What follows belongs to an exercise in optimizing a design on an open flow for small area and few clock cycles; a production flow would make more cautious choices. The RTL was checked by simulation tests, not by an equivalence proof against the original design. Power and IR drop assume default switching activity.

### design/flow/run.sh
#!/bin/bash
# synth_recipe.tcl (not shown) runs the flow's synth.tcl, then flattens the netlist and writes it again
# the make line also repeats each setting of config.mk as NAME=value (left out here)
make -C /OpenROAD-flow-scripts/flow DESIGN_CONFIG=/design/flow/config.mk WORK_HOME=/design/flow/orfs CLKGATE_MAP_FILE= SYNTH_SCRIPT=/design/flow/synth_recipe.tcl finish
### design/flow/config.mk
export PLATFORM = sky130hd
export DESIGN_NAME = cepstral_delta_features_unit
export DESIGN_NICKNAME = cepstral_delta_features_unit
export VERILOG_FILES = /design/flow/design.v
export SDC_FILE = /design/flow/constraint.sdc
export NUM_CORES = 4
export LEC_CHECK = 0
export CAP_MARGIN = 20
export CORE_MARGIN = 2
export CORE_UTILIZATION = 65
export CTS_CLUSTER_DIAMETER = 100
export CTS_CLUSTER_SIZE = 28
export SLEW_MARGIN = 20
### design/flow/constraint.sdc
create_clock -name core_clock -period 5.0 [get_ports {clk}]
set_input_delay 1.0000 -clock core_clock [delete_from_list [all_inputs] [get_ports {clk}]]
set_output_delay 1.0000 -clock core_clock [all_outputs]
set_load 0.01 [all_outputs]
### design/flow/design.v
package cdf_pkg;
  localparam int FRAME_W = 16;
  localparam int COEF_W  = 5;
  localparam int CEP_W   = 16;
  localparam int DELTA_W = 17;
  localparam int CFG_W   = 6;
  localparam logic [CFG_W-1:0] COEF_COUNT_RESET = 6'd13;
endpackage
module cepstral_delta_features_unit (
  input  logic                                clk,
  input  logic                                rst_n,
  input  logic                                push,
  output logic                                full,
  input  logic signed [cdf_pkg::CEP_W-1:0]    in_cep_value,
  input  logic                                in_final_frame,
  output logic                                empty,
  input  logic                                pop,
  output logic [cdf_pkg::FRAME_W-1:0]         out_frame_index,
  output logic [cdf_pkg::COEF_W-1:0]          out_coef_index,
  output logic signed [cdf_pkg::CEP_W-1:0]    out_cep_out,
  output logic signed [cdf_pkg::DELTA_W-1:0]  out_delta_out,
  output logic                                out_utterance_end,
  output logic                                out_short_error,
  input  logic                                cfg_wr_en,
  input  logic [cdf_pkg::CFG_W-1:0]           cfg_wr_data
);
  localparam int ROWS = 32;
  localparam int W    = cdf_pkg::CEP_W;
  logic [cdf_pkg::COEF_W-1:0]  nm1_r;     
  logic                        hv_r;      
  logic [2:0]                  b_r;       
  logic [W-1:0]                v_r;       
  logic [W-1:0]                y_r;       
  logic                        fin_r;
  logic                        last_r;
  logic                        hh_r;      
  logic [cdf_pkg::FRAME_W-1:0] o_frame;   
  logic [cdf_pkg::COEF_W-1:0]  o_coef;    
  logic                        o_valid;
  logic [2:0]                  o_b;       
  logic [W-1:0]                o_cep;
  logic [cdf_pkg::DELTA_W-1:0] o_delta;
  logic                        o_uend;
  logic                        o_serr;
  logic [ROWS-1:0][4*W-1:0]    hist_r;
  logic       out_ready, accept, load_next;
  logic       short_c, last_c, has_res, odd_first, h_done, hh_c;
  logic [2:0] first_b;
  logic [cdf_pkg::COEF_W-1:0]  c_c;
  logic [cdf_pkg::FRAME_W-1:0] f_c;
  logic [W-1:0] s2, s4;
  assign out_ready = !o_valid || pop;
  assign full      = hv_r || !out_ready;
  assign accept    = push && !full;
  assign load_next = hv_r && out_ready;
  assign empty     = !o_valid;
  always_comb begin
    c_c  = o_coef;
    f_c  = o_frame;
    hh_c = hh_r;
    if (last_r) begin
      c_c = '0;
      if (fin_r) begin
        f_c  = '0;
        hh_c = 1'b0;
      end else begin
        f_c  = o_frame + 16'd1;
        hh_c = hh_r || o_frame[2];
      end
    end else begin
      c_c = o_coef + 5'd1;
    end
  end
  assign last_c    = c_c >= nm1_r;
  assign short_c   = !hh_c && !f_c[2];
  assign has_res   = !(short_c && !in_final_frame);
  assign first_b   = hh_c ? 3'd2 : f_c[2:0];
  assign odd_first = first_b[0];
  assign h_done    = (b_r == {1'b0, !fin_r, 1'b0});
  always_ff @(posedge clk) begin
    if (!rst_n) begin
      nm1_r   <= 5'(cdf_pkg::COEF_COUNT_RESET - 1);
      hv_r    <= 1'b0;
      o_valid <= 1'b0;
      fin_r   <= 1'b1;
      last_r  <= 1'b1;
    end else begin
      if (cfg_wr_en) begin
        if (cfg_wr_data == '0)        nm1_r <= '0;
        else if (cfg_wr_data > 6'd32) nm1_r <= 5'd31;
        else                          nm1_r <= 5'(cfg_wr_data - 6'd1);
      end
      if (accept) begin
        hv_r   <= has_res && (odd_first || first_b != {1'b0, !in_final_frame, 1'b0});
        fin_r  <= in_final_frame;
        last_r <= last_c;
      end else if (load_next) begin
        hv_r   <= !h_done;
      end
      if ((accept && has_res && !odd_first) || load_next) o_valid <= 1'b1;
      else if (pop) o_valid <= 1'b0;
    end
  end
  always_ff @(posedge clk) begin
    if (accept) begin
      hh_r    <= hh_c;
      o_frame <= f_c;
      o_coef  <= c_c;
    end
    if (accept && has_res) begin
      v_r     <= in_cep_value;
      y_r     <= s2;
      b_r     <= odd_first ? first_b : first_b - 3'd1;
      o_b     <= first_b;
      o_cep   <= first_b[2] ? s4 : (first_b[1] ? s2 : in_cep_value);
      o_delta <= short_c ? '0 : ($signed({in_cep_value[W-1], in_cep_value}) - $signed({s4[W-1], s4}));
      o_uend  <= in_final_frame && last_c && first_b == 3'd0;
      o_serr  <= short_c;
    end else if (load_next) begin
      b_r     <= b_r - 3'd1;
      o_b     <= b_r;
      o_cep   <= b_r[1] ? (b_r[0] ? s4 : y_r) : (b_r[0] ? s2 : v_r);
      o_uend  <= fin_r && last_r && h_done;
    end
  end
  logic [cdf_pkg::COEF_W-1:0] oc_n, nc_n, addr_n;
  logic                       hv_n, last_n;
  logic [ROWS-1:0]            sel_r, wsel;
  always_comb begin
    oc_n   = o_coef;
    last_n = last_r;
    hv_n   = hv_r;
    if (accept) begin
      oc_n   = c_c;
      last_n = last_c;
      hv_n   = has_res && (odd_first || first_b != {1'b0, !in_final_frame, 1'b0});
    end else if (load_next) begin
      hv_n   = !h_done;
    end
    if (!rst_n) begin
      last_n = 1'b1;
      hv_n   = 1'b0;
    end
    nc_n   = last_n ? '0 : oc_n + 5'd1;
    addr_n = hv_n ? oc_n : nc_n;
  end
  always_ff @(posedge clk) begin
    sel_r         <= '0;
    sel_r[addr_n] <= 1'b1;
  end
  always_comb begin
    wsel = '0;
    wsel[c_c] = 1'b1;
  end
  always_comb begin
    s2 = '0;
    s4 = '0;
    for (int i = 0; i < ROWS; i++) begin
      s2 = s2 | ({W{sel_r[i]}} & hist_r[i][2*W-1:W]);
      s4 = s4 | ({W{sel_r[i]}} & hist_r[i][4*W-1:3*W]);
    end
  end
  for (genvar i = 0; i < ROWS; i++) begin : g_row
    always_ff @(posedge clk) begin
      if (accept && wsel[i]) hist_r[i] <= {hist_r[i][3*W-1:0], in_cep_value};
    end
  end
  assign out_frame_index   = o_frame - {13'd0, o_b};
  assign out_coef_index    = o_coef;
  assign out_cep_out       = o_cep;
  assign out_delta_out     = o_delta;
  assign out_utterance_end = o_uend;
  assign out_short_error   = o_serr;
endmodule
==> impl_metrics.env, run 1 <==
export IMPL_peakVddDrop_uv=388
export IMPL_num_fill_cells=6877
export IMPL_fin_util_pct=71.7
export IMPL_syn_nets=3742
export IMPL_start_util_pct=65.5
export IMPL_postCtsHoldBufs=0
export IMPL_hold_slack_ns=0.409
export IMPL_wl_per_cell_um=37.7
export IMPL_antenna_found_initial=9
export IMPL_finalSetupViolations=0
export IMPL_startpoint_type="flip-flop"
export IMPL_cts_root_buf="clkbuf_16"
export IMPL_holdCritStartpoint="hist_r[1162]$_DFFE_PP_"
export IMPL_die_w_um=343
export IMPL_period_minus_slack_ns=4.58
export IMPL_yosys_warnings=1
export IMPL_drc_errors=0
export IMPL_synth_cells=3677
export IMPL_maxSlewViolCount=0
export IMPL_worstPathArrival_ns=5.05
export IMPL_synth_top_area_share_pct=85.9
export IMPL_cts_buffers=88
export IMPL_dp_hpwl_um=129000
export IMPL_pin_count=86
export IMPL_fp_row_count=124
export IMPL_die_area_um2=118000
export IMPL_firstDrtPassIters=6
export IMPL_max_slew_margin_pct=22.6
export IMPL_r2r_slack_ns=0.42
export IMPL_antenna_left=0
export IMPL_drt_vias_per_instance=7.11
export IMPL_tightest_slew_ns=1.16
export IMPL_syn_area_per_cell_um2=20.3
export IMPL_vias=38861
export IMPL_power_leakage_uw=0.0255
export IMPL_r2r_cells=16
export IMPL_portBuffers=85
export IMPL_criticalPathCategory="reg2reg"
export IMPL_final_common_cell="edfxtp_1"
export IMPL_seq_area_um2=65200
export IMPL_synth_edff_count=2138
export IMPL_multi_input_area_um2=9190
export IMPL_crit_required_ns=5.47
export IMPL_max_freq_mhz=218
export IMPL_status="complete, no violations"
export IMPL_fin_worst_skew_ns=0.0350
export IMPL_fin_cells=5468
export IMPL_totalWireLength_um=206000
export IMPL_r2r_start="sel_r[30]$_DFF_P_"
export IMPL_hp_class="reg2reg"
export IMPL_finalCritPeriodShare_pct=91.7
export IMPL_async_reset_ff_share_pct=0
export IMPL_ys_types=77
export IMPL_grt_pass1_wl_um=285000
export IMPL_power_density_nw_per_um2=403
export IMPL_grt_max_degree=65
export IMPL_grt_pass1_vias=37026
export IMPL_cts_tree="done"
export IMPL_synthFlopType="edfxtp_1"
export IMPL_synth_seq_cells=2184
export IMPL_drv_cap=0
export IMPL_core_area_um2=114000
export IMPL_post_cts_buffers=0
export IMPL_end_kind="flip-flop"
export IMPL_grt_overflow=0
export IMPL_grt_usage_pct=35.5
export IMPL_gp_congestion=0.936
export IMPL_h_tree_depth=3
export IMPL_worstPathMaxFanout=12
export IMPL_hold_depth=0
export IMPL_layout_cells_most_common_list="edfxtp_1 (2138), a22oi_1 (386), buf_4 (156), nor2_1 (123), clkbuf_16 (90)"
export IMPL_clkTransAtPathRegs_ns=0.10
export IMPL_clock_sinks=2184
export IMPL_synthesis_area_um2=74700
export IMPL_drt_initial_drc_count=6576
export IMPL_synthTopCellsByArea="edfxtp_1 (86%), a22oi_1 (3.9%), dfxtp_1 (1.2%)"
export IMPL_yosysTopAreaCell="edfxtp_1"
export IMPL_hold_viol=0
export IMPL_synth_yosys_seq_area_share_pct=87.1
export IMPL_rsz0062_at_grt="false"
export IMPL_nNetsFinal=3999
export IMPL_placedCellCount=5356
export IMPL_clk_path_buf_depth=3
export IMPL_cts_repair_resize_count=0
export IMPL_syn_to_final_growth_pct=9.56
export IMPL_min_to="hist_r[1178]$_DFFE_PP_"
export IMPL_dieHeight_um=343
export IMPL_reg2reg_to="o_delta[16]$_SDFFCE_PP0P_"
export IMPL_insertion_delay_ns=0.72
export IMPL_drive_above_1_share_pct=10.5
==> flip-flops by register name (all words and copies together) (netlist names) <==
signal,flops
fin_r,1
o_uend,1
nm1_r,5
o_frame,16
hh_r,1
v_r,16
y_r,16
hist_r,2048
b_r,3
hv_r,1
o_cep,16
sel_r,32
o_delta,17
o_valid,1
last_r,1
o_serr,1
o_b,3
o_coef,5
==> cell usage after synthesis (all sizes together) (8+ instances only) <==
cell    instances
nand4          74
buf            32
nor3           36
o21ai          47
xnor2          26
clkbuf         95
a221oi         65
edfxtp       2138
ha             35
a22o           65
nor2          165
a21oi          57
nor2b          12
nand2b         17
inv            51
nand2          69
xor2           24
or4            26
a22oi         387
dfxtp          46
nand3          76
and3            8
or3            20
==> worst max-delay path: stages (launching register included) <==
cell	delay (ns)
dfxtp_2	0.57
a22o_1	0.31
a221oi_1	0.23
nand3_1	0.11
or4_1	0.65
ha_1	0.35
fa_1	0.45
nor2b_1	0.21
o21ai_0	0.11
nand2b_1	0.13
a31o_2	0.28
maj3_1	0.23
o211ai_1	0.10
nand2_1	0.12
a31o_2	0.18
a21oi_1	0.07
a31o_2	0.21
==> layer usage <==
metal | routed length, um | GRT usage (%)
met3 | 27200 | 7.95
met2 | 91700 | 52.1
met5 | 27 | 0
met4 | 9800 | 14.3
met1 | 77700 | 53.0
==> area by class of cell <==
class	instances	share of cell area, %
well taps	1512	2.31
diodes	3	0.00917
inverters	52	0.241
clock buffers	102	2.81
repair buffers	294	3.76
multi-input cells	1314	11.2
flip-flops and latches	2184	79.6
clock inverters	7	0.0825
==> kinds of logic after synthesis <==
group,after synthesis,share of synthesized area (%)
adders and majority gates,40,0.680
AOI/OAI and AO/OA,679,6.80
and+or+nand+nor,533,3.64
DFF,2184,87.1
xor gates and xnor gates,50,0.596
muxes,12,0.231
buffers and inverters,179,0.927
==> worst max path at each step <==
stage                               from  depth (start not counted)                        end  slack (ns)
floorplan                            pop                          7     hist_r[1088]$_DFFE_PP_       -0.17
global placement                     pop                         14           sel_r[2]$_DFF_P_        0.21
detailed placement                   pop                         14           sel_r[3]$_DFF_P_        0.26
CTS                 o_frame[1]$_DFFE_PP_                          9        out_frame_index[15]        0.46
global route           sel_r[22]$_DFF_P_                         16  o_delta[14]$_SDFFCE_PP0P_        0.21
finish                 sel_r[30]$_DFF_P_                         16  o_delta[16]$_SDFFCE_PP0P_        0.42
==> metrics by stage <==
step	power [uW]	instance area (um2)	worst slack [ns]	setup TNS, ns
detailed placement	24900	79500	0.261	0
global route	33800	81900	0.212	0
finish	33000	81900	0.417	0
CTS	33000	81900	0.464	0
global placement	24800	79500	0.206	0
floorplan	22900	74700	-0.170	-222.60
==> power by group <==
| part | internal (uW) | total (uW) | switching, uW |
|---|---|---|---|
| registers | 20400 | 20700 | 276 |
| logic | 1290 | 3890 | 2600 |
| clock network | 3300 | 8430 | 5120 |
Testbench counts, summed over its fixed seeds: cycles 29,435.
==> run 2, diff against run 1 <==
--- a/design/flow/design.v
+++ b/design/flow/design.v
@@ -125,7 +125,7 @@
   end
   logic [cdf_pkg::COEF_W-1:0] oc_n, nc_n, addr_n;
   logic                       hv_n, last_n;
-  logic [ROWS-1:0]            sel_r, wsel;
+  logic [ROWS-1:0]            sel_r;
   always_comb begin
     oc_n   = o_coef;
     last_n = last_r;
@@ -149,10 +149,6 @@
     sel_r[addr_n] <= 1'b1;
   end
   always_comb begin
-    wsel = '0;
-    wsel[c_c] = 1'b1;
-  end
-  always_comb begin
     s2 = '0;
     s4 = '0;
     for (int i = 0; i < ROWS; i++) begin
@@ -162,7 +158,7 @@
   end
   for (genvar i = 0; i < ROWS; i++) begin : g_row
     always_ff @(posedge clk) begin
-      if (accept && wsel[i]) hist_r[i] <= {hist_r[i][3*W-1:0], in_cep_value};
+      if (accept && sel_r[i]) hist_r[i] <= {hist_r[i][3*W-1:0], in_cep_value};
     end
   end
   assign out_frame_index   = o_frame - {13'd0, o_b};
==> impl_metrics.env, run 2 <==
export IMPL_p_sw_uw=8060
export IMPL_yosys_top_cells_count="edfxtp_1 (2138), a22oi_1 (341), nor2_1 (98)"
export IMPL_power_uw=33300
export IMPL_grt_pass1_wl_um=279000
export IMPL_grt_pass1_vias=35426
export IMPL_tightest_slew_ns=1.11
export IMPL_muxShareOfSynthArea_pct=0.240
export IMPL_hp_class="reg2reg"
export IMPL_r2r_start="o_coef[0]$_DFF_P_"
export IMPL_cp_startpoint="o_frame[2]$_DFFE_PP_"
export IMPL_ys_types=78
export IMPL_die_w_um=343
export IMPL_yosys_area_share_simple_pct=3.30
export IMPL_clkTransAtPathRegs_ns=0.10
export IMPL_worstPathArrival_ns=3.70
export IMPL_dieHeight_um=343
export IMPL_synthTopCellsByArea="edfxtp_1 (86%), a22oi_1 (3.4%), dfxtp_1 (1.2%)"
export IMPL_drt_initial_drc_count=6391
export IMPL_nNetsFinal=3907
export IMPL_synth_top_area_share_pct=86.2
export IMPL_max_slew_margin_pct=25.8
export IMPL_synthesis_area_um2=74500
export IMPL_worstPathMaxFanout=11
export IMPL_power_leakage_uw=0.0254
export IMPL_dp_hpwl_um=129000
export IMPL_criticalPathCategory="reg2out"
export IMPL_clk_path_buf_depth=3
export IMPL_insertion_delay_ns=0.73
export IMPL_yosys_warnings=1
export IMPL_start_util_pct=65.3
export IMPL_post_cts_buffers=0
export IMPL_num_fill_cells=6833
export IMPL_crit_required_ns=4.00
export IMPL_wl_per_cell_um=37.4
export IMPL_r2r_cells=16
export IMPL_finalSetupViolations=0
export IMPL_finalCritPeriodShare_pct=94.0
export IMPL_top_regs="hist_r: 2048 flops, sel_r: 32 flops, o_delta: 17 flops"
export IMPL_cts_root_buf="clkbuf_16"
export IMPL_drive_above_1_share_pct=10.5
export IMPL_portBuffers=85
export IMPL_startpoint_type="flip-flop"
export IMPL_synth_adder_area_share_pct=0.645
export IMPL_drt_vias_per_instance=7.06
export IMPL_rsz0062_at_grt="false"
export IMPL_period_minus_slack_ns=4.70
export IMPL_antenna_found_initial=5
export IMPL_syn_to_final_growth_pct=9.23
export IMPL_yosysTopAreaCell="edfxtp_1"
export IMPL_synth_cells=3594
export IMPL_grt_overflow=0
export IMPL_p_seq_share_pct=62.3
export IMPL_status="complete, no violations"
export IMPL_firstDrtPassIters=6
export IMPL_postCtsHoldBufs=0
export IMPL_syn_nets=3656
export IMPL_layout_cells_most_common_list="edfxtp_1 (2138), a22oi_1 (341), buf_4 (171), nor2_1 (98)"
export IMPL_synth_seq_cells=2184
export IMPL_synth_yosys_seq_area_share_pct=87.4
export IMPL_pwr_share_clk_pct=25.8
export IMPL_cts_tree="done"
export IMPL_synth_top_family_by_area="compound AO/OA/AOI/OAI gates"
export IMPL_power_share_combinational_pct=11.9
export IMPL_power_density_nw_per_um2=409
export IMPL_vias=38133
export IMPL_totalWireLength_um=202000
export IMPL_synthXorXnorAreaFrac_pct=0.564
export IMPL_yosysMostFrequentCell="edfxtp_1"
export IMPL_r2r_slack_ns=0.52
export IMPL_async_reset_ff_share_pct=0
export IMPL_syn_area_per_cell_um2=20.7
export IMPL_reg2reg_to="sel_r[14]$_DFF_P_"
export IMPL_clock_sinks=2184
export IMPL_end_kind="output port"
export IMPL_holdCritStartpoint="hist_r[1856]$_DFFE_PP_"
export IMPL_regMostFlops="hist_r"
export IMPL_grt_max_degree=65
export IMPL_cts_buffers=88
export IMPL_drv_cap=0
export IMPL_p_int_uw=25200
export IMPL_endpoint="out_frame_index[10]"
export IMPL_max_freq_mhz=213
export IMPL_cts_repair_resize_count=0
export IMPL_tns_ns=0
export IMPL_largest_register_ffs=2048
export IMPL_final_common_cell="edfxtp_1"
export IMPL_hold_viol=0
export IMPL_synthFlopType="edfxtp_1"
export IMPL_fp_row_count=124
export IMPL_maxSlewViolCount=0
export IMPL_h_tree_depth=3
export IMPL_drc_errors=0
export IMPL_core_area_um2=114000
export IMPL_gp_congestion=0.909
export IMPL_pin_count=86
export IMPL_synth_compound_area_share_pct=6.87
export IMPL_die_area_um2=117000
export IMPL_grt_usage_pct=34.7
export IMPL_synth_edff_count=2138
export IMPL_peakVddDrop_uv=400
export IMPL_antenna_left=0
export IMPL_sw_frac_of_total_pct=24.2
export IMPL_fin_worst_skew_ns=0.0394
run 2: how the worst min path moves through the flow:
| stage | endpoint | slack [ns] | cells past startpoint |
|---|---|---|---|
| finish | hist_r[1872]$_DFFE_PP_ | 0.41 | 0 |
| global route | hist_r[1278]$_DFFE_PP_ | 0.42 | 0 |
| CTS | hist_r[1919]$_DFFE_PP_ | 0.41 | 0 |
| detailed placement | hist_r[1015]$_DFFE_PP_ | 0.40 | 0 |
| global placement | hist_r[414]$_DFFE_PP_ | 0.40 | 0 |
| floorplan | hist_r[1008]$_DFFE_PP_ | 0.40 | 0 |
run 2: power by group through the flow:
stage / clock, uW / sequential, uW / combinational (uW)
2_1_floorplan: 0 / 21100 / 1930
3_3_place_gp: 0 / 21100 / 3810
3_5_place_dp: 0 / 21100 / 3870
4_1_cts: 8650 / 20700 / 3880
5_1_grt: 9160 / 20800 / 4170
6_report: 8580 / 20700 / 3970
run 2: layer usage:
metal	vias up	track usage, %	wire length, um	part of all wire (%)
li1	15097	-	-	-
met1	19808	53.1	78300	39
met2	2826	51.5	90400	45
met3	400	7.02	25500	13
met4	2	11.2	8020	4.0
met5	-	0	20	0.0099
run 2: kinds of logic (layout without fill, tap and decap cells):
kind of cell	count (synthesis)	after routing
flip-flops	2184	2184
AO/OA/AOI/OAI	668	668
AND/OR/NAND/NOR	459	459
buffers and inverters	181	476
XOR/XNOR	48	48
adder cells (fa/ha/maj)	38	38
multiplexers	16	16
other	0	1
run 2: area by class of cell:
type / instances / area [um2] / area share (%)
inverter: 50 / 188 / 0.231
sequential: 2184 / 65200 / 80.1
timing repair buffer: 292 / 2850 / 3.50
clock buffer: 125 / 2360 / 2.90
tap: 1512 / 1890 / 2.33
clock inverter: 9 / 126 / 0.155
antenna: 1 / 2.50 / 0.00308
multi-input combinational: 1229 / 8780 / 10.8
run 2: critical path, cell delays in order, from the launching register on:
cell	delay (ns)
edfxtp_1	0.57
ha_1	0.40
nor2b_1	0.16
nor3_1	0.61
nand2_1	0.19
or3_1	0.36
xnor2_1	0.14
clkdlybuf4s50_1	0.55
run 2: through the flow:
step / hold slack (ns) / setup WS, ns / utilization (%) / instances / instance area [um2]
after global placement: 0.400 / 0.235 / 69.2 / 5266 / 78900
after floorplan: 0.400 / 0.951 / - / 3594 / 74500
final: 0.407 / 0.302 / 71.3 / 5402 / 81400
after global routing: 0.416 / 0.0590 / 71.3 / 5401 / 81400
after detailed placement: 0.405 / 0.128 / 69.2 / 5267 / 78900
after CTS: 0.406 / 0.225 / 71.3 / 5401 / 81400
Testbench counts of run 2, summed over its fixed seeds: cycles 29,435.
==> run 3, diff against run 2 <==
--- a/design/flow/design.v
+++ b/design/flow/design.v
@@ -38,7 +38,6 @@
   logic [cdf_pkg::COEF_W-1:0]  o_coef;    
   logic                        o_valid;
   logic [2:0]                  o_b;       
-  logic [W-1:0]                o_cep;
   logic [cdf_pkg::DELTA_W-1:0] o_delta;
   logic                        o_uend;
   logic                        o_serr;
@@ -112,14 +111,12 @@
       y_r     <= s2;
       b_r     <= odd_first ? first_b : first_b - 3'd1;
       o_b     <= first_b;
-      o_cep   <= first_b[2] ? s4 : (first_b[1] ? s2 : in_cep_value);
       o_delta <= short_c ? '0 : ($signed({in_cep_value[W-1], in_cep_value}) - $signed({s4[W-1], s4}));
       o_uend  <= in_final_frame && last_c && first_b == 3'd0;
       o_serr  <= short_c;
     end else if (load_next) begin
       b_r     <= b_r - 3'd1;
       o_b     <= b_r;
-      o_cep   <= b_r[1] ? (b_r[0] ? s4 : y_r) : (b_r[0] ? s2 : v_r);
       o_uend  <= fin_r && last_r && h_done;
     end
   end
@@ -148,6 +145,11 @@
     sel_r         <= '0;
     sel_r[addr_n] <= 1'b1;
   end
+  logic          late, shift;
+  logic [W-1:0]  s1_in;
+  assign late  = load_next && o_b[2];
+  assign shift = (accept && !(has_res && first_b[2])) || late;
+  assign s1_in = late ? v_r : in_cep_value;
   always_comb begin
     s2 = '0;
     s4 = '0;
@@ -158,12 +160,19 @@
   end
   for (genvar i = 0; i < ROWS; i++) begin : g_row
     always_ff @(posedge clk) begin
-      if (accept && sel_r[i]) hist_r[i] <= {hist_r[i][3*W-1:0], in_cep_value};
+      if (shift && sel_r[i]) hist_r[i] <= {hist_r[i][3*W-1:0], s1_in};
     end
   end
   assign out_frame_index   = o_frame - {13'd0, o_b};
   assign out_coef_index    = o_coef;
-  assign out_cep_out       = o_cep;
+  always_comb begin
+    case (o_b)
+      3'd0:    out_cep_out = v_r;
+      3'd1:    out_cep_out = s2;
+      3'd2:    out_cep_out = y_r;
+      default: out_cep_out = s4;
+    endcase
+  end
   assign out_delta_out     = o_delta;
   assign out_utterance_end = o_uend;
   assign out_short_error   = o_serr;
--- a/design/flow/config.mk
+++ b/design/flow/config.mk
@@ -10,4 +10,5 @@
 export CORE_UTILIZATION = 65
 export CTS_CLUSTER_DIAMETER = 100
 export CTS_CLUSTER_SIZE = 28
+export SETUP_SLACK_MARGIN = 0.2
 export SLEW_MARGIN = 20
==> impl_metrics.env, run 3 <==
export IMPL_die_w_um=341
export IMPL_gp_congestion=0.890
export IMPL_period_minus_slack_ns=4.77
export IMPL_tightest_slew_ns=1.24
export IMPL_grt_max_degree=45
export IMPL_cts_root_buf="clkbuf_16"
export IMPL_top_regs="hist_r: 2048 flops, sel_r: 32 flops, o_delta: 17 flops"
export IMPL_regMostFlops="hist_r"
export IMPL_drv_cap=0
export IMPL_fin_ws_ns=0.233
export IMPL_drc_errors=0
export IMPL_die_area_um2=116000
export IMPL_max_stage_delay_ns=0.72
export IMPL_core_area_um2=113000
export IMPL_grt_pass1_vias=35713
export IMPL_worstPathMaxFanout=13
export IMPL_synth_seq_cells=2168
export IMPL_drt_vias_per_instance=7.04
export IMPL_drt_initial_drc_count=5761
export IMPL_cts_buffers=87
export IMPL_nNetsFinal=3847
export IMPL_cp_startpoint="sel_r[11]$_DFF_P_"
export IMPL_antenna_found_initial=3
export IMPL_h_tree_depth=3
export IMPL_fp_row_count=123
export IMPL_drive_above_1_share_pct=11.1
export IMPL_power_leakage_uw=0.0253
export IMPL_synth_cells=3534
export IMPL_pin_count=86
export IMPL_hp_class="reg2reg"
export IMPL_cts_tree="done"
export IMPL_synthTopCellsByArea="edfxtp_1 (86%), a22oi_1 (3.7%), dfxtp_1 (1.2%)"
export IMPL_status="complete, no violations"
export IMPL_max_slew_margin_pct=17.3
export IMPL_grt_overflow=0
export IMPL_r2r_start="sel_r[18]$_DFF_P_"
export IMPL_totalWireLength_um=200000
export IMPL_worstPathArrival_ns=3.77
export IMPL_grt_pass1_wl_um=278000
export IMPL_dieHeight_um=341
export IMPL_num_fill_cells=6758
export IMPL_synthesis_area_um2=73900
export IMPL_ys_types=78
export IMPL_yosys_warnings=1
export IMPL_max_freq_mhz=210
export IMPL_tns_ns=0
export IMPL_yosysTopAreaCell="edfxtp_1"
export IMPL_crit_buf_inv=3
export IMPL_dp_slack_ns=0.0679
export IMPL_synthFlopType="edfxtp_1"
export IMPL_grt_usage_pct=34.8
export IMPL_largest_register_ffs=2048
export IMPL_criticalPathCategory="reg2out"
export IMPL_syn_area_per_cell_um2=20.9
export IMPL_end_kind="output port"
export IMPL_maxSlewViolCount=0
export IMPL_synth_edff_count=2122
export IMPL_cp_top_family="buffers and inverters"
export IMPL_hold_slack_ns=0.415
export IMPL_start_util_pct=65.6
export IMPL_crit_required_ns=4.00
export IMPL_startpoint_type="flip-flop"
export IMPL_peakVddDrop_uv=421
export IMPL_vias=37402
export IMPL_synth_yosys_seq_area_share_pct=87.5
export IMPL_layout_cells_most_common_list="edfxtp_1 (2122), a22oi_1 (367), buf_4 (159), clkbuf_16 (91), nand4_1 (86)"
export IMPL_yosysMostFrequentCell="edfxtp_1"
export IMPL_syn_to_final_growth_pct=9.39
export IMPL_yosys_top_cells_count="edfxtp_1 (2122), a22oi_1 (369), clkbuf_1 (98)"
export IMPL_crit_slowest_cell="or4_1"
export IMPL_finalSetupViolations=0
export IMPL_clock_sinks=2168
export IMPL_async_reset_ff_share_pct=0
export IMPL_wl_per_cell_um=37.7
export IMPL_portBuffers=85
export IMPL_rsz0062_at_grt="false"
export IMPL_dp_hpwl_um=128000
export IMPL_holdCritStartpoint="hist_r[1764]$_DFFE_PP_"
export IMPL_synth_top_area_share_pct=86.2
export IMPL_hold_viol=0
export IMPL_syn_nets=3596
export IMPL_finalCritPeriodShare_pct=95.3
export IMPL_insertion_delay_ns=0.72
export IMPL_clkTransAtPathRegs_ns=0.10
export IMPL_firstDrtPassIters=6
export IMPL_fin_worst_skew_ns=0.0288
export IMPL_final_common_cell="edfxtp_1"
export IMPL_antenna_left=0
export IMPL_power_density_nw_per_um2=408
export IMPL_clk_path_buf_depth=3
export IMPL_path_cells="buf_4 -> buf_4 -> a22oi_1 -> nand3_1 -> or4_1 -> a21oi_1 -> o22ai_1 -> clkdlybuf4s50_1"
export IMPL_cpMostUsedCell="buf_4"
==> run 3: layout make-up <==
cell class	count	area [um2]	area share [%]
diodes	3	7.51	0.00929
clock buffers	107	2340	2.89
clock inverters	5	46.3	0.0573
inverters	40	150	0.186
multi-input cells	1200	8780	10.9
flip-flops and latches	2168	64700	80.1
well taps	1500	1880	2.32
repair buffers	288	2930	3.62
==> run 3: per-layer routing <==
layer,track usage (%),vias to the layer above,share of wire (%)
li1,-,14921,-
met1,53.3,19444,39
met2,52.5,2698,45
met3,6.49,339,12
met4,9.79,0,3.4
met5,0,-,0
==> run 3: logic make-up (layout without fill, tap and decap cells) <==
logic type	count (synthesis)	count (layout)	share of synthesized area (%)
XOR/XNOR	45	45	0.544
AND/OR/NAND/NOR	431	431	3.13
adder cells (fa/ha/maj)	38	38	0.650
flip-flops	2168	2168	87.5
other	0	3	0
multiplexers	36	36	0.516
buffers and inverters	166	440	0.865
AO/OA/AOI/OAI	650	650	6.81
==> run 3: metrics by stage <==
step	cells	instance area (um2)	power (uW)	util (%)
after detailed placement	5196	78300	24800	69.5
after global placement	5196	78300	24700	69.5
after global routing	5308	80800	33800	71.7
final	5311	80800	32900	71.7
after floorplan	3534	73900	22800	-
after CTS	5308	80800	32900	71.7
==> run 3: final timing paths <==
check | end | slack (ns) | cells after the start
min reg2reg | hist_r[1780]$_DFFE_PP_ | 0.42 | 0
max | out_cep_out[8] | 0.23 | 8
min | hist_r[1780]$_DFFE_PP_ | 0.42 | 0
max reg2reg | o_delta[16]$_SDFFCE_PP0P_ | 0.38 | 13
==> run 3: power by group <==
group	switching (uW)	internal (uW)	leakage [uW]	total, uW
Sequential	298	20300	0.0195	20600
Clock	5100	3340	0.00116	8440
Combinational	2520	1340	0.00457	3860
Total	7920	25000	0.0253	32900
==> run 3: repair_timing <==
action / 4_1_cts / 5_1_grt
setup endpoints to repair: 12 / 11
gates resized for setup: 8 / 16
setup buffers: 0 / 0
hold buffers: 0 / 0
Testbench counts of run 3, summed over its fixed seeds: cycles 29,435.
==> run 4, diff against run 3 <==
--- a/design/flow/design.v
+++ b/design/flow/design.v
@@ -122,7 +122,7 @@
   end
   logic [cdf_pkg::COEF_W-1:0] oc_n, nc_n, addr_n;
   logic                       hv_n, last_n;
-  logic [ROWS-1:0]            sel_r;
+  logic [ROWS-1:0]            sel_r, wsel;
   always_comb begin
     oc_n   = o_coef;
     last_n = last_r;
@@ -145,6 +145,10 @@
     sel_r         <= '0;
     sel_r[addr_n] <= 1'b1;
   end
+  always_comb begin
+    wsel = '0;
+    wsel[hv_r ? o_coef : c_c] = 1'b1;
+  end
   logic          late, shift;
   logic [W-1:0]  s1_in;
   assign late  = load_next && o_b[2];
@@ -160,7 +164,7 @@
   end
   for (genvar i = 0; i < ROWS; i++) begin : g_row
     always_ff @(posedge clk) begin
-      if (shift && sel_r[i]) hist_r[i] <= {hist_r[i][3*W-1:0], s1_in};
+      if (shift && wsel[i]) hist_r[i] <= {hist_r[i][3*W-1:0], s1_in};
     end
   end
   assign out_frame_index   = o_frame - {13'd0, o_b};
==> impl_metrics.env, run 4 <==
export IMPL_hold_viol=0
export IMPL_num_fill_cells=6664
export IMPL_async_reset_ff_share_pct=0
export IMPL_maxSlewViolCount=0
export IMPL_firstDrtPassIters=6
export IMPL_pin_count=86
export IMPL_drt_initial_drc_count=6494
export IMPL_max_slew_margin_pct=33.2
export IMPL_syn_to_final_growth_pct=8.90
export IMPL_power_density_nw_per_um2=406
export IMPL_synthesis_area_um2=74100
export IMPL_insertion_delay_ns=0.73
export IMPL_antenna_found_initial=4
export IMPL_peakVddDrop_uv=366
export IMPL_worstPathMaxFanout=14
export IMPL_hold_slack_ns=0.411
export IMPL_cts_buffers=87
export IMPL_drt_vias_per_instance=7.10
export IMPL_portBuffers=85
export IMPL_yosysTopAreaCell="edfxtp_1"
export IMPL_grt_usage_pct=34.9
export IMPL_grt_overflow=0
export IMPL_synth_seq_cells=2168
export IMPL_ys_types=78
export IMPL_synth_top_area_share_pct=86.0
export IMPL_grt_pass1_vias=36031
export IMPL_hp_class="reg2reg"
export IMPL_end_kind="output port"
export IMPL_totalWireLength_um=202000
export IMPL_regMostFlops="hist_r"
export IMPL_drive_above_1_share_pct=10.1
export IMPL_start_util_pct=65.7
export IMPL_clkTransAtPathRegs_ns=0.10
export IMPL_yosys_warnings=1
export IMPL_max_freq_mhz=208
export IMPL_fin_util_pct=71.5
export IMPL_synthFlopType="edfxtp_1"
export IMPL_grt_pass1_wl_um=281000
export IMPL_fin_ws_ns=0.202
export IMPL_final_common_cell="edfxtp_1"
export IMPL_postCtsHoldBufs=0
export IMPL_vias=37845
export IMPL_finalSetupViolations=0
export IMPL_drv_cap=0
export IMPL_fin_cells=5334
export IMPL_dp_slack_ns=0.338
export IMPL_yosys_top_cells_count="edfxtp_1 (2122), a22oi_1 (477), nand2_1 (103)"
export IMPL_seq_area_um2=64700
export IMPL_die_w_um=342
export IMPL_synth_cells=3610
export IMPL_dp_hpwl_um=125000
export IMPL_crit_required_ns=4.00
export IMPL_rsz0062_at_grt="false"
export IMPL_clk_path_buf_depth=3
export IMPL_yosysMostFrequentCell="edfxtp_1"
export IMPL_layout_cells_most_common_list="edfxtp_1 (2122), a22oi_1 (475), buf_4 (131), nand2_1 (102), clkbuf_16 (89)"
export IMPL_core_area_um2=113000
export IMPL_fin_worst_skew_ns=0.0295
export IMPL_clock_sinks=2168
export IMPL_tightest_slew_ns=0.991
export IMPL_die_area_um2=117000
export IMPL_cts_root_buf="clkbuf_16"
export IMPL_period_minus_slack_ns=4.80
export IMPL_cts_tree="done"
export IMPL_gp_congestion=0.959
export IMPL_grt_max_degree=65
export IMPL_synth_edff_count=2122
export IMPL_multi_input_area_um2=9130
export IMPL_finalCritPeriodShare_pct=96.0
export IMPL_power_leakage_uw=0.0251
export IMPL_wl_per_cell_um=37.8
export IMPL_syn_nets=3675
export IMPL_worstPathArrival_ns=3.80
export IMPL_status="complete, no violations"
export IMPL_startpoint_type="flip-flop"
export IMPL_drc_errors=0
export IMPL_dieHeight_um=342
export IMPL_placedCellCount=5228
export IMPL_top_regs="hist_r: 2048 flops, sel_r: 32 flops, o_delta: 17 flops"
export IMPL_synthTopCellsByArea="edfxtp_1 (86%), a22oi_1 (4.8%), dfxtp_1 (1.2%)"
export IMPL_antenna_left=0
export IMPL_criticalPathCategory="reg2out"
export IMPL_h_tree_depth=3
export IMPL_synth_yosys_seq_area_share_pct=87.2
export IMPL_fp_row_count=123
export IMPL_largest_register_ffs=2048
export IMPL_power_uw=32800
export IMPL_nNetsFinal=3887
export IMPL_syn_area_per_cell_um2=20.5
run 4: cell types whose count changed in the layout (fill, tap and decap cells not counted), moves of 15 or more:
| cell | change |
|---|---|
| nand3_1 | +15 |
| nand2_1 | +47 |
| a22oi_1 | +108 |
| a22o_1 | -42 |
| buf_4 | -28 |
| nor2_4 | +31 |
| and3_1 | +19 |
| a221oi_1 | -45 |
| nor2_1 | -17 |
| buf_12 | -17 |
| and2_4 | -32 |
run 4: cell families after synthesis:
logic type      share of synthesized area, %
simple gates                            3.40
flops                                   87.2
mux                                    0.385
xor+xnor                               0.577
fa+ha+maj                              0.713
compound gates                          6.78
buf+inv                                0.910
run 4: worst paths after layout:
path	from	endpoint	slack, ns	cells after the start
setup / recovery	sel_r[10]$_DFF_P_	out_cep_out[1]	0.20	8
hold / removal	hist_r[877]$_DFFE_PP_	hist_r[893]$_DFFE_PP_	0.41	0
setup reg to reg	sel_r[20]$_DFF_P_	o_delta[14]$_SDFFCE_PP0P_	0.41	16
hold reg to reg	hist_r[877]$_DFFE_PP_	hist_r[893]$_DFFE_PP_	0.41	0
run 4: routing by layer:
layer  vias up  part of all wire [%]  global-route usage (%)
met2      2874                    44                    50.1
met3       372                    14                    9.07
met4         2                   3.3                    10.2
met1     19555                    39                    54.0
met5         -                0.0064                       0
li1      15042                     -                       -
run 4: what timing repair did:
| item | in CTS | in global routing |
|---|---|---|
| endpoints found under the setup margin | 11 | 14 |
| pin swaps | 0 | 0 |
| buffers inserted | 0 | 5 |
| gates resized for setup | 18 | 20 |
run 4: cell type report:
type,count,share of cell area (%)
Inverter,50,0.237
Clock inverter,7,0.146
Timing Repair Buffer,248,3.01
Antenna cell,1,0.00310
Sequential cell,2168,80.2
Multi-Input combinational cell,1267,11.3
Tap cell,1500,2.33
Clock buffer,93,2.79
run 4: power breakdown:
group	internal, uW	total, uW	switching, uW
Combinational	1240	3800	2560
Sequential	20300	20600	275
Clock	3300	8400	5100
run 4: per-stage QoR:
stage | cell area, um2 | setup TNS, ns
5_1_grt | 80700 | 0
3_3_place_gp | 78100 | 0
4_1_cts | 80600 | 0
2_1_floorplan | 74100 | -518.01
3_5_place_dp | 78100 | 0
6_report | 80700 | 0
run 4: critical path: stages (launching register included):
cell,delay [ns]
dfxtp_2,0.44
buf_4,0.31
a22oi_1,0.53
nand4_1,0.29
nor2_1,0.32
nand3_1,0.14
o211ai_1,0.14
o221ai_1,0.32
clkdlybuf4s50_1,0.59
Testbench counts of run 4, summed over its fixed seeds: cycles 29,435.
==> run 5, diff against run 4 <==
--- a/design/flow/design.v
+++ b/design/flow/design.v
@@ -28,7 +28,6 @@
   localparam int W    = cdf_pkg::CEP_W;
   logic [cdf_pkg::COEF_W-1:0]  nm1_r;     
   logic                        hv_r;      
-  logic [2:0]                  b_r;       
   logic [W-1:0]                v_r;       
   logic [W-1:0]                y_r;       
   logic                        fin_r;
@@ -75,7 +74,9 @@
   assign has_res   = !(short_c && !in_final_frame);
   assign first_b   = hh_c ? 3'd2 : f_c[2:0];
   assign odd_first = first_b[0];
-  assign h_done    = (b_r == {1'b0, !fin_r, 1'b0});
+  logic [2:0] b_nx;
+  assign b_nx      = o_valid ? o_b - 3'd1 : o_b;
+  assign h_done    = (b_nx == {1'b0, !fin_r, 1'b0});
   always_ff @(posedge clk) begin
     if (!rst_n) begin
       nm1_r   <= 5'(cdf_pkg::COEF_COUNT_RESET - 1);
@@ -109,14 +110,12 @@
     if (accept && has_res) begin
       v_r     <= in_cep_value;
       y_r     <= s2;
-      b_r     <= odd_first ? first_b : first_b - 3'd1;
       o_b     <= first_b;
       o_delta <= short_c ? '0 : ($signed({in_cep_value[W-1], in_cep_value}) - $signed({s4[W-1], s4}));
       o_uend  <= in_final_frame && last_c && first_b == 3'd0;
       o_serr  <= short_c;
     end else if (load_next) begin
-      b_r     <= b_r - 3'd1;
-      o_b     <= b_r;
+      o_b     <= b_nx;
       o_uend  <= fin_r && last_r && h_done;
     end
   end
==> impl_metrics.env, run 5 <==
export IMPL_status="complete, no violations"
export IMPL_syn_nets=3605
export IMPL_finalInstanceArea_um2=80700
export IMPL_crit_required_ns=4.00
export IMPL_synth_seq_cells=2165
export IMPL_cp_startpoint="sel_r[10]$_DFF_P_"
export IMPL_p_int_uw=24900
export IMPL_criticalPathCategory="reg2out"
export IMPL_end_kind="output port"
export IMPL_dp_hpwl_um=119000
export IMPL_power_share_combinational_pct=12.3
export IMPL_startpoint_type="flip-flop"
export IMPL_p_seq_share_pct=62.4
export IMPL_async_reset_ff_share_pct=0
export IMPL_worstPathMaxFanout=17
export IMPL_vias=37233
export IMPL_synth_top_area_share_pct=86.2
export IMPL_sw_frac_of_total_pct=24.2
export IMPL_clock_sinks=2165
export IMPL_syn_area_per_cell_um2=20.8
export IMPL_drt_initial_drc_count=6008
export IMPL_synth_cells=3539
export IMPL_power_density_nw_per_um2=407
export IMPL_cts_buffers=87
export IMPL_fin_cells=5254
export IMPL_yosys_top_cells_count="edfxtp_1 (2119), a22oi_1 (398), clkbuf_1 (100)"
export IMPL_grt_pass1_wl_um=274000
export IMPL_pin_count=86
export IMPL_wl_per_cell_um=37.4
export IMPL_drive_above_1_share_pct=10.4
export IMPL_clkTransAtPathRegs_ns=0.11
export IMPL_top_layer="met5"
export IMPL_hp_class="reg2reg"
export IMPL_power_uw=32800
export IMPL_rsz0062_at_grt="false"
export IMPL_dieHeight_um=341
export IMPL_regMostFlops="hist_r"
export IMPL_grt_max_degree=65
export IMPL_power_leakage_uw=0.0249
export IMPL_yosysTopAreaCell="edfxtp_1"
export IMPL_yosysMostFrequentCell="edfxtp_1"
export IMPL_insertion_delay_ns=0.74
export IMPL_syn_to_final_growth_pct=9.41
export IMPL_holdCritStartpoint="hist_r[1984]$_DFFE_PP_"
export IMPL_hold_viol=0
export IMPL_antenna_left=0
export IMPL_top_regs="hist_r: 2048 flops, sel_r: 32 flops, o_delta: 17 flops"
export IMPL_cts_root_buf="clkbuf_16"
export IMPL_synthFlopType="edfxtp_1"
export IMPL_p_sw_uw=7960
export IMPL_dpl_instance_area_um2=78200
export IMPL_wl_met2_um=90300
export IMPL_placedCellCount=5147
export IMPL_clk_path_buf_depth=3
export IMPL_ys_types=71
export IMPL_fp_row_count=123
export IMPL_finalSetupViolations=0
export IMPL_firstDrtPassIters=9
export IMPL_fin_util_pct=71.8
export IMPL_drc_errors=0
export IMPL_gp_congestion=0.892
export IMPL_drt_vias_per_instance=7.09
export IMPL_hold_slack_ns=0.408
export IMPL_grt_usage_pct=34.2
export IMPL_synth_edff_count=2119
export IMPL_synth_yosys_seq_area_share_pct=87.5
export IMPL_cts_tree="done"
export IMPL_start_util_pct=65.6
export IMPL_synthTopCellsByArea="edfxtp_1 (86%), a22oi_1 (4.0%), dfxtp_1 (1.2%)"
export IMPL_finalCritPeriodShare_pct=95.1
export IMPL_nNetsFinal=3803
export IMPL_totalWireLength_um=197000
export IMPL_wl_met3_um=22000
export IMPL_die_w_um=341
export IMPL_grt_pass1_vias=35936
export IMPL_h_tree_depth=3
export IMPL_max_slew_margin_pct=36.7
export IMPL_tightest_slew_ns=0.943
export IMPL_worstPathArrival_ns=3.76
export IMPL_fin_worst_skew_ns=0.0398
export IMPL_grt_overflow=0
export IMPL_r2r_start="hist_r[1392]$_DFFE_PP_"
export IMPL_drt_met1_wl_um=76400
export IMPL_period_minus_slack_ns=4.76
export IMPL_max_freq_mhz=210
export IMPL_peakVddDrop_uv=364
export IMPL_multi_input_area_um2=8960
export IMPL_portBuffers=85
export IMPL_layout_cells_most_common_list="edfxtp_1 (2119), a22oi_1 (395), buf_4 (94), clkbuf_16 (88), clkdlybuf4s50_1 (78)"
export IMPL_seq_area_um2=64600
export IMPL_largest_register_ffs=2048
export IMPL_die_area_um2=116000
export IMPL_num_fill_cells=6592
export IMPL_core_area_um2=112000
export IMPL_synthesis_area_um2=73800
export IMPL_drv_cap=0
export IMPL_pwr_share_clk_pct=25.3
export IMPL_yosys_warnings=1
export IMPL_antenna_found_initial=6
export IMPL_maxSlewViolCount=0
export IMPL_final_common_cell="edfxtp_1"
## run 5: area by class of cell
cell class                      count  area share, %
Clock buffer                       97           2.77
Clock inverter                      7         0.0837
Antenna cell                        2        0.00620
Timing Repair Buffer              244           3.49
Sequential cell                  2165           80.0
Multi-Input combinational cell   1200           11.1
Tap cell                         1500           2.33
Inverter                           39          0.181
## run 5: worst paths after layout
check	to	depth (start not counted)	slack, ns
worst min register to register	hist_r[2000]$_DFFE_PP_	0	0.41
worst max-delay path	out_cep_out[3]	8	0.24
worst max register to register	o_delta[16]$_SDFFCE_PP0P_	16	0.46
worst min-delay path	hist_r[2000]$_DFFE_PP_	0	0.41
## run 5: repair_timing
| item | CTS | global route |
|---|---|---|
| endpoints found under the setup margin | 16 | 12 |
| pin swaps | 3 | 7 |
| resized for setup | 37 | 18 |
| hold buffers | 0 | 0 |
| hold endpoints to repair | 0 | 0 |
| setup buffers | 0 | 1 |
## run 5: stage by stage
step	worst slack, ns	TNS, ns
6_report	0.244	0
2_1_floorplan	-0.676	-346.10
4_1_cts	0.204	0
3_3_place_gp	0.449	0
5_1_grt	0.169	0
3_5_place_dp	0.356	0
## run 5: worst max-delay path: stages (launching register included)
cell and delay [ns]:
dfxtp_2 0.45, buf_6 0.26, buf_4 0.26, a22oi_1 0.20, nand4_1 0.18, or4_1 0.60
a222oi_1 0.35, mux2i_1 0.18, clkdlybuf4s50_1 0.51
## run 5: per-layer routing
metal	GRT usage, %	vias up
met3	5.12	376
li1	-	14843
met4	12.2	2
met1	51.7	19315
met2	52.1	2697
met5	0	-
## run 5: cell families (layout without fill, tap and decap cells)
family | count (synthesis) | count (layout) | synth area share, %
flip-flops | 2165 | 2165 | 87.5
AO/OA/AOI/OAI | 642 | 642 | 6.67
AND/OR/NAND/NOR | 431 | 431 | 3.10
buffers and inverters | 174 | 387 | 0.907
XOR/XNOR | 52 | 52 | 0.627
adder cells (fa/ha/maj) | 41 | 41 | 0.705
multiplexers | 34 | 34 | 0.492
other | 0 | 2 | 0
## run 5: power groups by stage
| stage | logic, uW | clock network [uW] | registers, uW |
|---|---|---|---|
| finish | 4050 | 8300 | 20500 |
| global route | 4190 | 8930 | 20500 |
| CTS | 3940 | 8360 | 20500 |
| detailed placement | 3850 | 0 | 20900 |
| global placement | 3770 | 0 | 20900 |
| floorplan | 1880 | 0 | 20800 |
Testbench counts of run 5, summed over its fixed seeds: cycles 29,435.
==> run 6, diff against run 5 <==
--- a/design/flow/design.v
+++ b/design/flow/design.v
@@ -121,7 +121,7 @@
   end
   logic [cdf_pkg::COEF_W-1:0] oc_n, nc_n, addr_n;
   logic                       hv_n, last_n;
-  logic [ROWS-1:0]            sel_r, wsel;
+  logic [ROWS-1:0]            sel_r;
   always_comb begin
     oc_n   = o_coef;
     last_n = last_r;
@@ -144,10 +144,6 @@
     sel_r         <= '0;
     sel_r[addr_n] <= 1'b1;
   end
-  always_comb begin
-    wsel = '0;
-    wsel[hv_r ? o_coef : c_c] = 1'b1;
-  end
   logic          late, shift;
   logic [W-1:0]  s1_in;
   assign late  = load_next && o_b[2];
@@ -163,7 +159,7 @@
   end
   for (genvar i = 0; i < ROWS; i++) begin : g_row
     always_ff @(posedge clk) begin
-      if (shift && wsel[i]) hist_r[i] <= {hist_r[i][3*W-1:0], s1_in};
+      if (shift && sel_r[i]) hist_r[i] <= {hist_r[i][3*W-1:0], s1_in};
     end
   end
   assign out_frame_index   = o_frame - {13'd0, o_b};
==> impl_metrics.env, run 6 <==
export IMPL_end_kind="output port"
export IMPL_drc_errors=0
export IMPL_postCtsHoldBufs=0
export IMPL_dpl_instance_area_um2=78400
export IMPL_peakVddDrop_uv=351
export IMPL_p_int_uw=24900
export IMPL_fin_cells=5277
export IMPL_insertion_delay_ns=0.73
export IMPL_pwr_share_clk_pct=25.7
export IMPL_firstDrtPassIters=8
export IMPL_synth_cells=3519
export IMPL_clock_sinks=2165
export IMPL_power_density_nw_per_um2=406
export IMPL_r2r_slack_ns=0.42
export IMPL_drive_above_1_share_pct=11.2
export IMPL_dp_hpwl_um=126000
export IMPL_synth_seq_cells=2165
export IMPL_layout_cells_most_common_list="edfxtp_1 (2119), a22oi_1 (388), buf_4 (116), clkbuf_16 (88)"
export IMPL_crit_slowest_cell="or4_4"
export IMPL_tns_ns=0
export IMPL_yosys_top_cells_count="edfxtp_1 (2119), a22oi_1 (388), clkbuf_1 (99)"
export IMPL_final_common_cell="edfxtp_1"
export IMPL_pin_count=86
export IMPL_grt_pass1_vias=35708
export IMPL_dieHeight_um=341
export IMPL_p_sw_uw=7950
export IMPL_rsz0062_at_grt="false"
export IMPL_synthTopCellsByArea="edfxtp_1 (86%), a22oi_1 (4.0%), dfxtp_1 (1.2%)"
export IMPL_grt_pass1_wl_um=279000
export IMPL_worstPathArrival_ns=3.76
export IMPL_ys_types=70
export IMPL_antenna_found_initial=6
export IMPL_die_w_um=341
export IMPL_antenna_left=0
export IMPL_vias=37583
export IMPL_drt_initial_drc_count=6582
export IMPL_fin_worst_skew_ns=0.0241
export IMPL_hp_class="reg2reg"
export IMPL_finalSetupViolations=0
export IMPL_hold_viol=0
export IMPL_yosysTopAreaCell="edfxtp_1"
export IMPL_synthesis_area_um2=73700
export IMPL_max_freq_mhz=210
export IMPL_tightest_slew_ns=1.06
export IMPL_die_area_um2=116000
export IMPL_path_cells="buf_4 -> buf_4 -> a22oi_1 -> nand3_1 -> or4_4 -> a222oi_1 -> o21ai_1 -> clkdlybuf4s50_1"
export IMPL_cts_tree="done"
export IMPL_drt_met1_wl_um=76300
export IMPL_cp_top_family="buffers and inverters"
export IMPL_start_util_pct=65.5
export IMPL_power_share_combinational_pct=11.9
export IMPL_max_stage_delay_ns=0.54
export IMPL_async_reset_ff_share_pct=0
export IMPL_worstPathMaxFanout=12
export IMPL_syn_nets=3582
export IMPL_drt_vias_per_instance=7.12
export IMPL_wl_met2_um=91600
export IMPL_regMostFlops="hist_r"
export IMPL_top_layer="met5"
export IMPL_yosys_warnings=1
export IMPL_top_regs="hist_r: 2048 flops, sel_r: 32 flops, o_delta: 17 flops"
export IMPL_period_minus_slack_ns=4.76
export IMPL_synth_yosys_seq_area_share_pct=87.6
export IMPL_clkTransAtPathRegs_ns=0.11
export IMPL_wl_met3_um=26000
export IMPL_grt_max_degree=65
export IMPL_syn_area_per_cell_um2=20.9
export IMPL_finalCritPeriodShare_pct=95.1
export IMPL_synth_top_area_share_pct=86.3
export IMPL_cts_root_buf="clkbuf_16"
export IMPL_portBuffers=85
export IMPL_h_tree_depth=3
export IMPL_synthFlopType="edfxtp_1"
export IMPL_placedCellCount=5163
export IMPL_max_slew_margin_pct=28.8
export IMPL_p_seq_share_pct=62.4
export IMPL_finalInstanceArea_um2=80900
export IMPL_synth_edff_count=2119
export IMPL_nNetsFinal=3819
export IMPL_maxSlewViolCount=0
export IMPL_largest_register_ffs=2048
export IMPL_wl_per_cell_um=38.1
export IMPL_criticalPathCategory="reg2out"
export IMPL_core_area_um2=112000
export IMPL_fp_row_count=123
export IMPL_syn_to_final_growth_pct=9.80
export IMPL_clk_path_buf_depth=3
export IMPL_crit_required_ns=4.00
export IMPL_status="complete, no violations"
export IMPL_yosysMostFrequentCell="edfxtp_1"
export IMPL_cpMostUsedCell="buf_4"
export IMPL_power_leakage_uw=0.0252
export IMPL_grt_overflow=0
export IMPL_sw_frac_of_total_pct=24.2
export IMPL_startpoint_type="flip-flop"
export IMPL_cts_buffers=87
export IMPL_gp_congestion=0.920
export IMPL_crit_buf_inv=3
export IMPL_totalWireLength_um=201000
export IMPL_drv_cap=0
export IMPL_grt_usage_pct=35.0
==> run 6: changes by cell type after synthesis, sizes merged, moves of 8 or more <==
| cell | delta |
|---|---|
| xor2 | -9 |
| nor4 | -13 |
| a22oi | -10 |
| and2 | +32 |
| o21ai | -10 |
| nor3 | -8 |
==> run 6: logic make-up after synthesis <==
kind of cell               synth area share (%)
AOI/OAI and AO/OA                          6.58
DFF                                        87.6
xor gates and xnor gates                  0.511
adders and majority gates                 0.669
muxes                                     0.594
and+or+nand+nor                            3.19
buffers and inverters                     0.864
==> run 6: power by group through the flow <==
stage / logic, uW / clock network, uW / registers, uW
final: 3900 / 8430 / 20500
after global placement: 3640 / 0 / 20900
after global routing: 4050 / 9070 / 20500
after detailed placement: 3720 / 0 / 20900
after CTS: 3760 / 8480 / 20500
after floorplan: 1770 / 0 / 20800
==> run 6: through the flow <==
step / hold WS [ns] / power, uW / setup WS (ns) / util [%]
2_1_floorplan: 0.400 / 22600 / 0.946 / -
3_3_place_gp: 0.400 / 24500 / 0.139 / 69.7
3_5_place_dp: 0.405 / 24600 / 0.0694 / 69.7
4_1_cts: 0.414 / 32700 / 0.0461 / 71.8
5_1_grt: 0.417 / 33700 / 0.201 / 71.9
6_report: 0.417 / 32800 / 0.245 / 71.9
==> run 6: final timing paths <==
kind / startpoint / to / depth (start not counted)
worst max-delay path: sel_r[7]$_DFF_P_ / out_cep_out[1] / 8
worst min-delay path: hist_r[102]$_DFFE_PP_ / hist_r[118]$_DFFE_PP_ / 0
worst max register to register: sel_r[6]$_DFF_P_ / o_delta[15]$_SDFFCE_PP0P_ / 14
worst min register to register: hist_r[102]$_DFFE_PP_ / hist_r[118]$_DFFE_PP_ / 0
==> run 6: layout make-up <==
class,instances,area [um2]
clock buffer,101,2260
sequential,2165,64600
multi-input combinational,1193,8740
inverter,33,125
clock inverter,8,109
timing repair buffer,276,3200
fill,6617,31600
tap,1500,1880
antenna,1,2.50
==> run 6: per-layer routing <==
metal  track usage, %  up-vias
li1                 -    14854
met1             52.6    19418
met2             53.1     2900
met3             7.38      407
met4             10.2        4
met5                0        -
==> run 6: timing repair <==
action	4_1_cts	5_1_grt
resized for setup	19	20
pin swaps	1	6
endpoints found under the setup margin	11	19
buffers inserted	2	2
==> run 6: worst reg2reg max path, cell delays in order (launching register included) <==
cell       delay [ns]
dfxtp_4          0.43
buf_8            0.23
buf_4            0.23
a22oi_1          0.31
nand4_1          0.19
nor4_2           0.77
ha_1             0.39
nor3_1           0.10
nor2_1           0.18
a21oi_1          0.11
o211ai_1         0.17
o2111ai_1        0.54
a211oi_1         0.48
o21a_1           0.18
nor3_1           0.05
Testbench counts of run 6, summed over its fixed seeds: cycles 29,435.

-- separate check: timing with driven ports --
The results above use ideal ports. As a check the final layouts listed here were re-extracted and re-timed, cells and wires unchanged. Step 1 (the two cells are an assumption about what drives the block):
set clk [get_ports {clk}]
set_driving_cell -lib_cell sky130_fd_sc_hd__clkbuf_16 $clk
set_driving_cell -lib_cell sky130_fd_sc_hd__buf_2 [delete_from_list [all_inputs] $clk]
Step 2 moves the port delays by t, midway between the first and last clock arrival at a register: inputs arrive t later, outputs are due t later. That takes back most of the time a late clock gives input paths. Three values: ideal, step 1, step 2; two values: the first two.
| run | t, ns | setup WS [ns] | worst register clock-pin slew, ns |
|---|---|---|---|
| run 1 | 0.782 | 0.417 / 0.417 / 0.106 | 0.12 / 0.12 |
| run 2 | 0.782 | 0.302 / 0.231 / 0.025 | 0.11 / 0.11 |
| run 3 | 0.779 | 0.233 / 0.164 / -0.057 | 0.12 / 0.12 |
| run 4 | 0.791 | 0.202 / 0.120 / 0.206 | 0.11 / 0.11 |
| run 5 | 0.800 | 0.244 / 0.162 / 0.306 | 0.12 / 0.12 |
| run 6 | 0.800 | 0.245 / 0.161 / -0.129 | 0.12 / 0.12 |
Met with ideal ports but missed after step 2: setup timing in run 3 and run 6. For run 6, which loses most, drivers alone change the setup slack by -0.084 ns; drivers and shift together by -0.374 ns.
